This design comes from an exercise in tuning for small area on the open sky130 flow, not from production work. Only simulation tests tie the RTL to the original design; equivalence was not proved. Power is estimated from default activity; no workload was simulated. No driver is modelled on the clock port, so clocking that relies on it looks cheaper here than on a real chip.

[config.mk]
export PLATFORM = sky130hd
export DESIGN_NAME = tych_tx_buf
export DESIGN_NICKNAME = tych_tx_buf
export VERILOG_FILES = /design/flow/design.v
export SDC_FILE = /design/flow/constraint.sdc
export NUM_CORES = 4
export LEC_CHECK = 0
export CAP_MARGIN = 0
export CORE_MARGIN = 2
export CORE_UTILIZATION = 60
export SLEW_MARGIN = 0
[constraint.sdc]
create_clock -name core_clock -period 6.0 [get_ports {clk}]
set_input_delay 1.2000 -clock core_clock [delete_from_list [all_inputs] [get_ports {clk}]]
set_output_delay 1.2000 -clock core_clock [all_outputs]
set_load 0.01 [all_outputs]
[design.v]
package tych_pkg;
  typedef struct packed {
    logic [511:0] data;
    logic         sop;
    logic         eop;
    logic         valid;
    logic         error;
    logic         skip_crc;
  } mac_avltx_t;
endpackage
module tych_tx_buf (
  input  logic                     clk,
  input  logic                     rst,
  input  tych_pkg::mac_avltx_t     in_tx,
  output logic                     in_ready,
  output tych_pkg::mac_avltx_t     out_tx,
  output logic [2:0]               level,
  input  logic                     out_ready,
  output logic [31:0]              pkt_count,
  output logic [15:0]              frame_err_count
);
  localparam int W = 516;    
  logic [W-1:0] mem_q [4];
  logic [W-1:0] wr_entry;
  logic [W-1:0] head;
  logic [3:0]   wsel_q;      
  logic [3:0]   wnot_q;      
  logic [3:0]   we, keep;    
  logic [3:0]   rsel_q;      
  logic [3:0]   hsel;        
  logic [2:0]   level_q, level_d;
  logic [31:0]  pkt_cnt_q;
  logic [15:0]  err_cnt_q;
  logic         in_pkt_q;
  logic         nonempty;
  logic         push_hs, orphan, sop_in_pkt, store, pop;
  assign in_ready   = rst && !level_q[2];
  assign push_hs    = in_tx.valid && in_ready;
  assign orphan     = push_hs && !in_pkt_q && !in_tx.sop;
  assign sop_in_pkt = push_hs && in_pkt_q && in_tx.sop;
  assign store      = push_hs && (in_pkt_q || in_tx.sop);
  assign nonempty   = (level_q != 3'd0);
  assign pop        = nonempty && out_ready;
  assign hsel       = rsel_q & {4{nonempty}};
  assign we         = wsel_q & {4{store}};
  assign keep       = wnot_q | {4{!store}};
  assign wr_entry = {in_tx.data, in_tx.sop, in_tx.eop,
                     in_tx.error || sop_in_pkt, in_tx.skip_crc};
  always_comb begin
    head = '0;
    for (int i = 0; i < 4; i++) head = head | (mem_q[i] & {W{hsel[i]}});
  end
  always_comb begin
    case ({store, pop})
      2'b10:   level_d = level_q + 3'd1;
      2'b01:   level_d = level_q - 3'd1;
      default: level_d = level_q;
    endcase
  end
  always_ff @(posedge clk or negedge rst) begin
    if (!rst) begin
      wsel_q    <= 4'b0001;
      wnot_q    <= 4'b1110;
      rsel_q    <= 4'b0001;
      level_q   <= '0;
      pkt_cnt_q <= '0;
      err_cnt_q <= '0;
      in_pkt_q  <= 1'b0;
    end else begin
      if (store) wsel_q <= {wsel_q[2:0], wsel_q[3]};
      if (store) wnot_q <= {wnot_q[2:0], wnot_q[3]};
      if (pop)   rsel_q <= {rsel_q[2:0], rsel_q[3]};
      level_q <= level_d;
      if (store) in_pkt_q <= !in_tx.eop;
      if (pop && head[2] && (pkt_cnt_q != '1)) pkt_cnt_q <= pkt_cnt_q + 32'd1;
      if ((orphan || sop_in_pkt) && (err_cnt_q != '1)) err_cnt_q <= err_cnt_q + 16'd1;
    end
  end
  always_ff @(posedge clk) begin
    for (int i = 0; i < 4; i++) begin
      mem_q[i] <= (wr_entry & {W{we[i]}}) | (mem_q[i] & {W{keep[i]}});
    end
  end
  assign out_tx = {head[515:4], head[3:2], nonempty, head[1:0]};
  assign level           = level_q;
  assign pkt_count       = pkt_cnt_q;
  assign frame_err_count = err_cnt_q;
endmodule
[flow/run.sh]
#!/bin/bash
# Standard ORFS layout with four changes: ports buffered with buf_1 instead of the
# default delay buffer, a clock tree built from smaller clock buffers without dummy loads,
# the read multiplexer's gates re-covered with smaller cells before floorplanning
# (flow/remap.tcl), and the settings in config.mk. Each tool's output goes to its own log file here.
set -euo pipefail
bash standard.sh \
  "PRE_FLOORPLAN_TCL=$PWD/flow/remap.tcl" \
  "BUFFER_PORTS_ARGS=-buffer_cell sky130_fd_sc_hd__buf_1" \
  "CTS_ARGS=-sink_clustering_enable -repair_clock_nets -dont_use_dummy_load -buf_list {sky130_fd_sc_hd__clkbuf_16} -sink_clustering_size 31 -sink_clustering_max_diameter 100" \
  finish > make_finish.log 2>&1
[flow/remap.tcl]
# Re-cover each OR of four AND pairs, which synthesis maps as
#   nand2(a22oi(p, q), a22oi(r, s)),
# as nand2(a222oi(p, q, r), nand2(s)): the same function in less cell area.
set block [ord::get_db_block]
set db [ord::get_db]
set m_a222oi [$db findMaster sky130_fd_sc_hd__a222oi_1]
set m_nand2 [$db findMaster sky130_fd_sc_hd__nand2_1]

proc out_net_single_load {inst pin} {
  set it [$inst findITerm $pin]
  set net [$it getNet]
  if {$net eq "NULL"} { return "" }
  if {[llength [$net getBTerms]] != 0} { return "" }
  if {[llength [$net getITerms]] != 2} { return "" }
  return $net
}

proc driver_inst {net} {
  foreach it [$net getITerms] {
    if {[$it isOutputSignal]} { return [$it getInst] }
  }
  return ""
}

set n 0
set cands {}
foreach inst [$block getInsts] {
  if {[[$inst getMaster] getName] ne "sky130_fd_sc_hd__nand2_1"} { continue }
  set na [[$inst findITerm A] getNet]
  set nb [[$inst findITerm B] getNet]
  if {$na eq "NULL" || $nb eq "NULL" || $na eq $nb} { continue }
  set da [driver_inst $na]
  set dbi [driver_inst $nb]
  if {$da eq "" || $dbi eq ""} { continue }
  if {[[$da getMaster] getName] ne "sky130_fd_sc_hd__a22oi_1"} { continue }
  if {[[$dbi getMaster] getName] ne "sky130_fd_sc_hd__a22oi_1"} { continue }
  if {[out_net_single_load $da Y] eq "" || [out_net_single_load $dbi Y] eq ""} { continue }
  lappend cands [list $inst $da $dbi]
}

foreach c $cands {
  lassign $c top g1 g2
  set y1 [[$g1 findITerm Y] getNet]
  set y2 [[$g2 findITerm Y] getNet]
  set p1 [[$g1 findITerm A1] getNet]
  set p2 [[$g1 findITerm A2] getNet]
  set q1 [[$g1 findITerm B1] getNet]
  set q2 [[$g1 findITerm B2] getNet]
  set r1 [[$g2 findITerm A1] getNet]
  set r2 [[$g2 findITerm A2] getNet]
  set s1 [[$g2 findITerm B1] getNet]
  set s2 [[$g2 findITerm B2] getNet]
  set n1 [$g1 getName]
  set n2 [$g2 getName]
  odb::dbInst_destroy $g1
  odb::dbInst_destroy $g2
  set a [odb::dbInst_create $block $m_a222oi "${n1}_rm"]
  [$a findITerm A1] connect $p1
  [$a findITerm A2] connect $p2
  [$a findITerm B1] connect $q1
  [$a findITerm B2] connect $q2
  [$a findITerm C1] connect $r1
  [$a findITerm C2] connect $r2
  [$a findITerm Y] connect $y1
  set b [odb::dbInst_create $block $m_nand2 "${n2}_rm"]
  [$b findITerm A] connect $s1
  [$b findITerm B] connect $s2
  [$b findITerm Y] connect $y2
  incr n
}
puts "remap: re-covered $n four-pair OR gates"
[standard.sh]
#!/bin/bash
# synth_recipe.tcl (not shown) runs the flow's synth.tcl, then flattens the netlist and writes it again
# the make line also repeats each setting of config.mk as NAME=value (left out here)
make -C /OpenROAD-flow-scripts/flow DESIGN_CONFIG=/design/flow/config.mk WORK_HOME=/design/flow/orfs CLKGATE_MAP_FILE= SYNTH_SCRIPT=/design/flow/synth_recipe.tcl "${@:-finish}"
==> flow_metrics.tcl, run 1 <==
set metrics [dict create \
    grt_pass1_wl_um 378100 \
    drc_errors 0 \
    vias_per_cell 6.900 \
    seqPwrFrac_pct 64.0 \
    synth_area_leader_cell "dfxtp_1" \
    port_buffers 1088 \
    worst_r2r_path_depth 6 \
    syn_nets 7188 \
    grt_pass1_vias 57250 \
    drt-initial-drc-count 8631 \
    yosysUniqueCellTypes 50 \
    wire_per_inst_um 28.83 \
    gp_congestion 0.8916 \
    cts.sinks 2128 \
    holdPathStages 2 \
    synthArstFlopShare_pct 3.008 \
    postCtsSetupRepairBufs 0 \
    pin_count 1089 \
    cp-startpoint "level_q[2]" \
    worstReg2RegStart "level_q[2]" \
    first_pass_iters 12 \
    placed_cell_area_um2 78860 \
    cts_made_buffers 78 \
    finalHoldViolCount 0 \
    max-slew-margin-rel_pct -1.086 \
    drt_wl_total_um 258000 \
    syn-instance-count 6664 \
    crit_required_ns 4.80 \
    reg2reg_to "mem_q[2][217]" \
    slowest_stage "buf_4" \
    so.violations "max-slew violations" \
    dieArea_um2 128100 \
    netSwitchingPower_mw 5.471 \
    start_util_pct 60.61 \
    fmax_mhz 186.3 \
    ys_ff_latch 2128 \
    antenna_found_initial 135 \
    startpoint_type "register" \
    overflow 0 \
    synth_common_cells "dfxtp_1 (2064), a22o_1 (2062), a22oi_1 (1030)" \
    status "complete, but fails checks" \
    dp_cells 8778 \
    crit_chain "nor3_1 -> buf_4 -> nor2b_4 -> buf_4 -> buf_4 -> a222oi_1 -> nand2_1 -> buf_1" \
    slew_violations 46 \
    cp_data_arrival_time_ns 4.17 \
    finalClockSkew_ns 0.02990 \
    pre_cts_ws_ns 1.535 \
    yosysWarnings 2 \
    power_leakage_nw 31.93 \
    clk_pin_slew_ns 0.12 \
    grt_max_degree 191 \
    powerDensity_nw_per_um2 273.7 \
    switching_share_pct 24.67 \
    synth_edf_count 0 \
    hold_buffers 0 \
    clock_path_buffers 3 \
    p_int_mw 16.71 \
    max-cap-violations 0 \
    synth_top_area_share_pct 54.53 \
    tns_ns 0 \
    cp_num_buf_inv 4 \
    seq_area_frac_synth_pct 56.65 \
    die_x_um 357.9 \
    design_area_um2 81040 \
    setup_viol 0 \
    critPathKind "reg2out" \
    synth_most_common_cell "dfxtp_1" \
    reg2reg_slack_ns 2.57 \
    drive_above_1_share_pct 2.535 \
    worst_setup_path_end_kind "output port" \
    cts_tree "built" \
    fin_crit_ns 5.367 \
    crit_top_cell "buf_4" \
    crit_fanout 55 \
    cp_slowest_stage_delay_ns 0.68 \
    finalCritPeriodShare_pct 89.45 \
    worst_pin_slew_ns 1.516 \
    synthFlopType "dfxtp_1" \
    cts_max_level 3 \
    synth_area_leaders "dfxtp_1 (55%), a22o_1 (24%), a22oi_1 (10%), nand2_1 (2.8%), buf_2 (2.8%)" \
    clockRootBuffer "clkbuf_16" \
    rows 129 \
    post-route-util_pct 65.38 \
    clk_latency_ns 0.71 \
    min_path_type "reg2reg" \
    nNetsFinal 7745 \
    path_delay_family "buffers and inverters" \
    hpwl_um 155700 \
    finalWorstSetupSlack_ns 0.6330 \
    ys_area_um2 75780 \
    comb_power_share_pct 6.1 \
    hold_end "wnot_q[1]" \
    rsz0062_at_grt "no" \
    power_frac_clock_pct 29.9 \
    dieHeight_um 357.9 \
    final_cells 8949 \
    vias 61740 \
    irDropWorstVdd_mv 0.3047 \
    cts_resized 0 \
    antenna_left 0 \
    core_um2 124000 \
    worstHoldStart "wnot_q[1]" \
    track_usage_pct 37.93 \
]
[worst reg2reg max path, cell delays in order, from the launching register on]
cell and delay [ns]:
dfrtp_1 0.51, and3b_1 0.35, o21a_4 0.27, nand2b_4 0.15, buf_4 0.76, buf_4 1.01
a22o_1 0.32
[metal layers]
metal	vias up	global-route usage, %	part of all wire (%)
met5	-	0	0.21
met4	80	22.49	5.7
met3	578	10.45	11
met2	3215	55.73	44
met1	30910	50.02	39
li1	26960	-	-
[power by group through the flow]
| stage | Combinational (mW) | Clock [mW] | Sequential (mW) |
|---|---|---|---|
| after floorplan | 0.706 | 0 | 14.5 |
| after global placement | 1.32 | 0 | 14.5 |
| after detailed placement | 1.32 | 0 | 14.5 |
| after CTS | 1.32 | 6.68 | 14.2 |
| after global routing | 1.41 | 7.13 | 14.2 |
| final | 1.36 | 6.62 | 14.2 |
[cell type report]
cell class / instances / area (um2)
Timing Repair Buffer: 1167 / 5229
Fill cell: 10160 / 42920
Sequential cell: 2128 / 42930
Inverter: 8 / 30.03
Tap cell: 1637 / 2048
Multi-Input combinational cell: 3838 / 28620
Antenna cell: 93 / 232.7
Clock buffer: 78 / 1952
[sequential cells by signal, indices dropped and copies added (netlist names)]
register and count:
mem_q 2064, pkt_cnt_q 32, err_cnt_q 16, rsel_q 4
wnot_q 4, wsel_q 4, level_q 3, in_pkt_q 1
[cell families (layout without fill, tap and decap cells)]
group	Yosys count	count (layout)	share of synthesized area, %
compound gates	3119	2604	34.32
xor+xnor	44	44	0.5085
fa+ha+maj	4	4	0.07596
buf+inv	698	1253	4.811
flops	2128	2128	56.65
mux	3	3	0.04293
other cells	0	93	0
simple gates	668	1183	3.590
[worst max path at each step]
stage	cells after the start	to
after floorplan	7	out_tx[504]
after global placement	8	out_tx[119]
after detailed placement	8	out_tx[119]
after CTS	8	out_tx[119]
after global routing	8	out_tx[93]
final	8	out_tx[93]
[through the flow]
stage | hold slack, ns | total power, mW
3_3_place_gp | 0.4361 | 15.83
3_5_place_dp | 0.4543 | 15.83
4_1_cts | 0.4779 | 22.20
2_1_floorplan | 0.4240 | 15.22
6_report | 0.4742 | 22.18
5_1_grt | 0.4963 | 22.75
[cells in the final DEF, fill, tap and decap left out, types with 7 or more instances in the layout]
| cell type | instances |
|---|---|
| xnor2_1 | 28 |
| dfxtp_1 | 2064 |
| buf_1 | 1087 |
| nor2_1 | 23 |
| inv_1 | 7 |
| nand3_1 | 15 |
| a22o_1 | 2062 |
| buf_12 | 44 |
| nand2_1 | 1087 |
| buf_4 | 35 |
| a222oi_1 | 515 |
| and4_1 | 10 |
| dfrtp_1 | 59 |
| diode_2 | 93 |
| clkbuf_16 | 78 |
| xor2_1 | 16 |
| nand4_1 | 14 |
==> run 2, diff against run 1 <==
==> flow/run.sh (replaced) <==
#!/bin/bash
# Standard ORFS layout with these changes: ports buffered with buf_1 instead of the
# default delay buffer, a clock tree built from smaller clock buffers without dummy loads,
# the read multiplexer's gates re-covered with smaller cells before floorplanning
# (flow/remap.tcl), the large buffers (buf_6 and up) kept out of placement-time fanout
# repair, and the settings in config.mk. Synthesis runs first, unchanged.
# Each tool's output goes to its own log file here.
set -euo pipefail
bash standard.sh synth > make_synth.log 2>&1
bash standard.sh \
  "DONT_USE_CELLS=sky130_fd_sc_hd__probe_p_8 sky130_fd_sc_hd__probec_p_8 sky130_fd_sc_hd__lpflow_bleeder_1 sky130_fd_sc_hd__lpflow_clkbufkapwr_1 sky130_fd_sc_hd__lpflow_clkbufkapwr_16 sky130_fd_sc_hd__lpflow_clkbufkapwr_2 sky130_fd_sc_hd__lpflow_clkbufkapwr_4 sky130_fd_sc_hd__lpflow_clkbufkapwr_8 sky130_fd_sc_hd__lpflow_clkinvkapwr_1 sky130_fd_sc_hd__lpflow_clkinvkapwr_16 sky130_fd_sc_hd__lpflow_clkinvkapwr_2 sky130_fd_sc_hd__lpflow_clkinvkapwr_4 sky130_fd_sc_hd__lpflow_clkinvkapwr_8 sky130_fd_sc_hd__lpflow_decapkapwr_12 sky130_fd_sc_hd__lpflow_decapkapwr_3 sky130_fd_sc_hd__lpflow_decapkapwr_4 sky130_fd_sc_hd__lpflow_decapkapwr_6 sky130_fd_sc_hd__lpflow_decapkapwr_8 sky130_fd_sc_hd__lpflow_inputiso0n_1 sky130_fd_sc_hd__lpflow_inputiso0p_1 sky130_fd_sc_hd__lpflow_inputiso1n_1 sky130_fd_sc_hd__lpflow_inputiso1p_1 sky130_fd_sc_hd__lpflow_inputisolatch_1 sky130_fd_sc_hd__lpflow_isobufsrc_1 sky130_fd_sc_hd__lpflow_isobufsrc_16 sky130_fd_sc_hd__lpflow_isobufsrc_2 sky130_fd_sc_hd__lpflow_isobufsrc_4 sky130_fd_sc_hd__lpflow_isobufsrc_8 sky130_fd_sc_hd__lpflow_isobufsrckapwr_16 sky130_fd_sc_hd__lpflow_lsbuf_lh_hl_isowell_tap_1 sky130_fd_sc_hd__lpflow_lsbuf_lh_hl_isowell_tap_2 sky130_fd_sc_hd__lpflow_lsbuf_lh_hl_isowell_tap_4 sky130_fd_sc_hd__lpflow_lsbuf_lh_isowell_4 sky130_fd_sc_hd__lpflow_lsbuf_lh_isowell_tap_1 sky130_fd_sc_hd__lpflow_lsbuf_lh_isowell_tap_2 sky130_fd_sc_hd__lpflow_lsbuf_lh_isowell_tap_4 sky130_fd_sc_hd__buf_6 sky130_fd_sc_hd__buf_8 sky130_fd_sc_hd__buf_12 sky130_fd_sc_hd__buf_16" \
  "PRE_FLOORPLAN_TCL=$PWD/flow/remap.tcl" \
  "BUFFER_PORTS_ARGS=-buffer_cell sky130_fd_sc_hd__buf_1" \
  "CTS_ARGS=-sink_clustering_enable -repair_clock_nets -dont_use_dummy_load -buf_list {sky130_fd_sc_hd__clkbuf_16} -sink_clustering_size 27 -sink_clustering_max_diameter 90" \
  finish > make_finish.log 2>&1
--- a/config.mk
+++ b/config.mk
@@ -7,5 +7,5 @@
 export LEC_CHECK = 0
 export CAP_MARGIN = 0
 export CORE_MARGIN = 2
-export CORE_UTILIZATION = 60
+export CORE_UTILIZATION = 50
 export SLEW_MARGIN = 0
==> run 2 against run 1 <==
Effect of this change:
- now clean on timing, DRC and antenna
- clock skew up 0.034 ns
- largest power group unchanged
- via count down 1.1%
- sequential power is essentially flat
- synthesized cell count unchanged
- highest routed layer unchanged
- sequential share of layout area fell by 1.2 points
==> flow_metrics.tcl, run 2 <==
set metrics [dict create \
    status "finished clean" \
    p_total_mw 22.80 \
    synth_edf_count 0 \
    port_buffers 1088 \
    min_path_type "in2async" \
    slew_violations 0 \
    core_um2 149600 \
    clockRootBuffer "clkbuf_16" \
    ys_area_um2 75780 \
    netSwitchingPower_mw 5.638 \
    cp_data_arrival_time_ns 4.14 \
    worstReg2RegStart "level_q[2]" \
    grt_pass1_vias 56770 \
    final_common_cell "dfxtp_1" \
    dieArea_um2 153400 \
    rows 142 \
    clk_pin_slew_ns 0.11 \
    top_register "mem_q" \
    syn_nets 7188 \
    synth_area_leader_cell "dfxtp_1" \
    powerDensity_nw_per_um2 275.2 \
    crit_fanout 41 \
    final_cell_mix "dfxtp_1 (2064), a22o_1 (2062), nand2_1 (1087), buf_1 (1087), a222oi_1 (515)" \
    gp_congestion 0.8367 \
    rsz0062_at_grt "no" \
    vias_per_cell 6.516 \
    grt_pass1_wl_um 383300 \
    grt_max_degree 202 \
    cts_resized 0 \
    synth_common_cells "dfxtp_1 (2064), a22o_1 (2062), a22oi_1 (1030)" \
    fin_hold_ws_ns 0.4177 \
    highest_layer "met5" \
    synthArstFlopShare_pct 3.008 \
    drt_wl_total_um 262100 \
    clk_latency_ns 0.75 \
    reg2reg_slack_ns 2.78 \
    largest_reg_flops 2064 \
    seq_area_frac_synth_pct 56.65 \
    finalHoldViolCount 0 \
    worst_pin_slew_ns 1.274 \
    cts_max_level 3 \
    setup_viol 0 \
    finalCritPeriodShare_pct 88.98 \
    irDropWorstVdd_mv 0.2257 \
    die_x_um 391.6 \
    pre_cts_ws_ns 1.500 \
    finalClockSkew_ns 0.06415 \
    postCtsSetupRepairBufs 0 \
    tns_ns 0 \
    synth_top_area_share_pct 54.53 \
    fmax_mhz 187.3 \
    fin_crit_ns 5.339 \
    seqPwrFrac_pct 62.2 \
    max-slew-margin-rel_pct 14.92 \
    dr_wl_met2_um 116600 \
    placed_cell_area_um2 80310 \
    wire_per_inst_um 27.97 \
    design_area_um2 82870 \
    reg2reg_to "mem_q[3][386]" \
    wl_met1_um 108100 \
    track_usage_pct 32.05 \
    drt-initial-drc-count 7106 \
    vias 61050 \
    reg_top3 "mem_q: 2064 flops, pkt_cnt_q: 32 flops, err_cnt_q: 16 flops" \
    p_int_mw 17.16 \
    dieHeight_um 391.6 \
    critPathKind "reg2out" \
    ys_ff_latch 2128 \
    finalWorstSetupSlack_ns 0.6611 \
    startpoint_type "register" \
    yosysWarnings 2 \
    cts_made_buffers 93 \
    synthFlopType "dfxtp_1" \
    max-cap-violations 0 \
    cts_tree "built" \
    power_frac_clock_pct 31.6 \
    hpwl_um 156700 \
    worst_r2r_path_depth 5 \
    antenna_found_initial 141 \
    drive_above_1_share_pct 2.892 \
    cts.sinks 2128 \
    antenna_left 0 \
    worst_setup_path_end_kind "output port" \
    overflow 0 \
    syn-instance-count 6664 \
    start_util_pct 50.22 \
    comb_power_share_pct 6.2 \
    synth_area_leaders "dfxtp_1 (55%), a22o_1 (24%), a22oi_1 (10%), nand2_1 (2.8%), buf_2 (2.8%)" \
    nNetsFinal 7788 \
    synth_most_common_cell "dfxtp_1" \
    hold_buffers 0 \
    clock_path_buffers 3 \
    switching_share_pct 24.73 \
    first_pass_iters 10 \
    power_leakage_nw 32.82 \
    drc_errors 0 \
    crit_required_ns 4.80 \
    pin_count 1089 \
    wl_met3_um 24790 \
    yosysUniqueCellTypes 50 \
]
-- run 2: cell counts after synthesis --
Identical to the previous run, type by type.
-- run 2: worst max-delay path by stage --
stage | startpoint | end | slack [ns] | cells past startpoint
after floorplan | level_q[2] | out_tx[504] | 2.80 | 7
after global placement | level_q[2] | out_tx[78] | 1.55 | 6
after detailed placement | level_q[2] | out_tx[78] | 1.50 | 6
after CTS | level_q[2] | out_tx[78] | 0.65 | 6
after global routing | level_q[2] | out_tx[499] | 0.44 | 6
final | level_q[2] | out_tx[78] | 0.66 | 6
-- run 2: kinds of logic (layout without fill, tap and decap cells) --
family                   count (synthesis)  after routing  synth area share (%)
adder cells (fa/ha/maj)                  4              4               0.07596
AO/OA/AOI/OAI                         3119           2604                 34.32
other                                    0             91                     0
flip-flops                            2128           2128                 56.65
AND/OR/NAND/NOR                        668           1183                 3.590
multiplexers                             3              3               0.04293
XOR/XNOR                                44             44                0.5085
buffers and inverters                  698           1296                 4.811
-- run 2: critical path: stages, from the launching register on --
cell             delay, ns
dfrtp_1               0.46
nor3_1                0.84
and2b_4               0.47
clkdlybuf4s18_2       0.75
a222oi_1              0.52
nand2_1               0.16
buf_1                 0.16
-- run 2: through the flow --
stage	util (%)	cells
floorplan	-	6664
global placement	53.68	9185
detailed placement	53.68	9185
CTS	55.24	9278
global route	55.34	9337
finish	55.39	9369
-- run 2: final cells by class --
class | instances | area (um2)
Clock buffer | 93 | 2327
Multi-Input combinational cell | 3838 | 28620
Sequential cell | 2128 | 42930
Antenna cell | 91 | 227.7
Timing Repair Buffer | 1195 | 6210
Tap cell | 2016 | 2522
Inverter | 8 | 30.03
Fill cell | 13270 | 66730
-- run 2: power groups by stage --
stage | logic [mW] | clock network, mW | registers, mW
2_1_floorplan | 0.706 | 0 | 14.5
3_3_place_gp | 1.39 | 0 | 14.5
3_5_place_dp | 1.40 | 0 | 14.5
4_1_cts | 1.40 | 7.32 | 14.2
5_1_grt | 1.49 | 7.80 | 14.2
6_report | 1.41 | 7.19 | 14.2
-- run 2: layer usage --
metal,vias to the layer above,GRT usage [%]
met5,-,0
met4,90,16.10
met3,478,8.300
met2,2624,47.58
met1,30770,43.11
li1,27090,-

-- re-timing with driven ports --
Ports are ideal in the flow. The routed layouts listed here were re-timed in OpenROAD. Step 1 (the two cells are an assumption about what drives the block):
set clk [get_ports {clk}]
set_driving_cell -lib_cell sky130_fd_sc_hd__clkbuf_16 $clk
set_driving_cell -lib_cell sky130_fd_sc_hd__buf_2 [delete_from_list [all_inputs] $clk]
Step 2 moves the port delays by t, midway between the first and last clock arrival at a register: inputs arrive t later, outputs are due t later. That takes back most of the time a late clock gives input paths. Three values: ideal, step 1, step 2; two values: the first two.
run	shift t [ns]	slack for setup (ns)	worst setup path after step 2	worst register clock-pin slew, ns	worst data-port slew with drivers (ns)
run 1	0.782	0.633 / 0.552 / 1.334	register to output	0.12 / 0.12	0.25
run 2	0.803	0.661 / 0.573 / 1.376	register to output	0.11 / 0.11	0.21
